From an optimization exercise on the open Yosys and OpenROAD flow, aimed at small area, a short achievable clock period and few clock cycles; shortcuts taken in it are not production practice.
The RTL was checked by simulation tests, not by an equivalence proof against the original design.
Power figures rest on the tool's default switching activity, not on a simulated workload.

== run A ==
// cqt_decoder
module cqt_decoder
#(
    parameter int MAX_CTB_COLS = 64   
) (
    input  logic        clk,
    input  logic        rst_n,
    input  logic        cqt_start,
    input  cqt_pkg::ctb_col_t    ctb_x,
    input  cqt_pkg::ctb_row_t    ctb_y,
    input  cqt_pkg::pix_x_t      pic_width,
    input  cqt_pkg::pix_y_t      pic_height,
    output logic        bin_req,
    output cqt_pkg::ctx_addr_t   ctx_addr,
    input  logic        bin,
    input  logic        bin_vld,
    output logic        cu_valid,
    input  logic        cu_ready,
    output cqt_pkg::pix_x_t      cu_x,
    output cqt_pkg::pix_y_t      cu_y,
    output logic [2:0]  cu_log2_size,
    output logic        busy,
    output logic        ctb_done
);
Size in the first run: ~1300 cells after synthesis, about 430 flip-flops, roughly 80 I/O pins, about 0.016 sq mm of cells after synthesis.
export LEC_CHECK = 0
export ABC_AREA = 1
export CAP_MARGIN = 20
export CORE_MARGIN = 2
export CORE_UTILIZATION = 50
export CTS_BUF_LIST = sky130_fd_sc_hd__clkbuf_16
export CTS_CLUSTER_DIAMETER = 80
export CTS_CLUSTER_SIZE = 30
export PLACE_DENSITY = 0.7
export SETUP_SLACK_MARGIN = 3.6
export SLEW_MARGIN = 20
export TNS_END_PERCENT = 20
create_clock -name core_clock -period 6.0 [get_ports {clk}]
run.sh (not shown) runs the stock make flow with config.mk's settings and CLKGATE_MAP_FILE= SYNTH_SCRIPT=/design/flow/synth_recipe.tcl, a recipe that flattens the netlist after the stock synthesis.
Testbench counts of run A, summed over its fixed seeds: cycles 32,788.
Edits applied to the flow inputs when going from run A to run B:
--- a/flow/config.mk
+++ b/flow/config.mk
@@ -16 +16 @@
-export SETUP_SLACK_MARGIN = 3.6
+export SETUP_SLACK_MARGIN = 3.65
@@ -18 +17,0 @@
-export TNS_END_PERCENT = 20
Notes after the runs:
Compared with run A, in run B sequential cell area flat; number of buffers created by CTS has increased; actual transition at the worst max-transition pin +0.21 ns; fmax has increased.
Looking at highest layer used for signal routing, the met4 result is from run A; the met5 one comes from run B.
Re global routing usage on met3: run B is 1.4 points up on run A.
Input-level comparison between run C and run B:
--- a/flow/config.mk
+++ b/flow/config.mk
@@ -8 +7,0 @@
-export ABC_AREA = 1
@@ -16 +15 @@
-export SETUP_SLACK_MARGIN = 3.65
+export SETUP_SLACK_MARGIN = 3.6
## What came out
- Delta(multiplexer area fraction after synthesis, run C - run B) > 0
- On power consumption, run C does better than run B.
- Final worst slack | run C below run B
- Comparing share of the clock period used by the worst path for run C and run B, the smaller number came from run B.
- From run B to run C the numbers moved as follows: minimum clock period increased by 0.50 ns relative to the old numbers, xor/xnor share of the synthesized area closely matched the old numbers, clock-cell share of area decreased by 0.91 points relative to the old numbers, fraction of standard cell area in multi-input logic increased by 2.6 points relative to the old numbers.
- Area enclosed by the die boundary delta (run B -> run C): insignificant


Setup of alpha:
Starting RTL as in the previous note.
clock: 6.0 ns
lec_check: 0
abc_area: 1
cap_margin: 20
core_margin: 2
core_utilization: 50
cts_buf_list: sky130_fd_sc_hd__clkbuf_16
cts_cluster_diameter: 60
cts_cluster_size: 24
place_density: 0.7
setup_slack_margin: 3.6
slew_margin: 20
Testbench counts of alpha, summed over its fixed seeds: cycles 32,788.
Relative to alpha, the following input files were edited for beta:
# alpha
export LEC_CHECK = 0
export ABC_AREA = 1
export CAP_MARGIN = 20
export CORE_MARGIN = 2
export CORE_UTILIZATION = 50
export CTS_BUF_LIST = sky130_fd_sc_hd__clkbuf_16
export CTS_CLUSTER_DIAMETER = 60
export CTS_CLUSTER_SIZE = 24
export PLACE_DENSITY = 0.7
export SETUP_SLACK_MARGIN = 3.6
export SLEW_MARGIN = 20
create_clock -name core_clock -period 6.0 [get_ports {clk}]
# beta
export LEC_CHECK = 0
export ABC_AREA = 1
export CAP_MARGIN = 20
export CORE_MARGIN = 2
export CORE_UTILIZATION = 50
export CTS_BUF_LIST = sky130_fd_sc_hd__clkbuf_16
export CTS_CLUSTER_DIAMETER = 80
export CTS_CLUSTER_SIZE = 30
export PLACE_DENSITY = 0.7
export SETUP_SLACK_MARGIN = 3.55
export SLEW_MARGIN = 20
create_clock -name core_clock -period 6.0 [get_ports {clk}]
beta vs alpha — routed via count divided by cell count rose 0.45%.
beta completed; timing, DRC and antenna clean
Diff beta and alpha: global-route usage higher in alpha
Per the comparison of beta with alpha, largest driver fanout on the critical path now larger; power now smaller; logic gate share of total power now larger.
beta -> alpha: via count flat
For beta, the critical-path cell with the highest stage delay was sky130_fd_sc_hd__clkdlybuf4s50_1, unlike alpha, where it was sky130_fd_sc_hd__dfxtp_4.
beta vs. alpha: minimum clock period after layout went up 87 ps; number of buffers outside the clock class in the layout went up 2; global placer's final weighted congestion went up 0.024.
When beta is measured against alpha, its power consumed by the clock network turns out about 23% lower.
beta vs alpha: fmax down

==> afterwards: timing with drivers on the ports <==
The results above use ideal ports. As a check the final layouts listed here were re-extracted and re-timed, cells and wires unchanged.
Step 1 (the two cells are an assumption about what drives the block):
set clk [get_ports {clk}]
set_driving_cell -lib_cell sky130_fd_sc_hd__clkbuf_16 $clk
set_driving_cell -lib_cell sky130_fd_sc_hd__buf_2 [delete_from_list [all_inputs] $clk]
Step 2 moves the port delays by t, midway between the first and last clock arrival at a register: inputs arrive t later, outputs are due t later. That takes back most of the time a late clock gives input paths.
a / b / c = ideal / step 1 / step 2; a / b = the first two.
| run | t (ns) | setup slack, ns | worst setup path after step 2 |
|---|---|---|---|
| run A | 0.582 | 3.397 / 3.350 / 3.007 | input to register |
| run B | 0.591 | 3.592 / 3.576 / 2.985 | input to register |
| run C | 0.584 | 3.091 / 3.091 / 2.803 | input to register |
| alpha | 0.621 | 3.639 / 3.589 / 3.053 | input to register |
| beta | 0.583 | 3.552 / 3.547 / 2.964 | input to register |
After both steps setup and hold are still met in every run listed. For run B, which loses most, drivers alone change the setup slack by -0.016 ns; drivers and shift together by -0.607 ns.
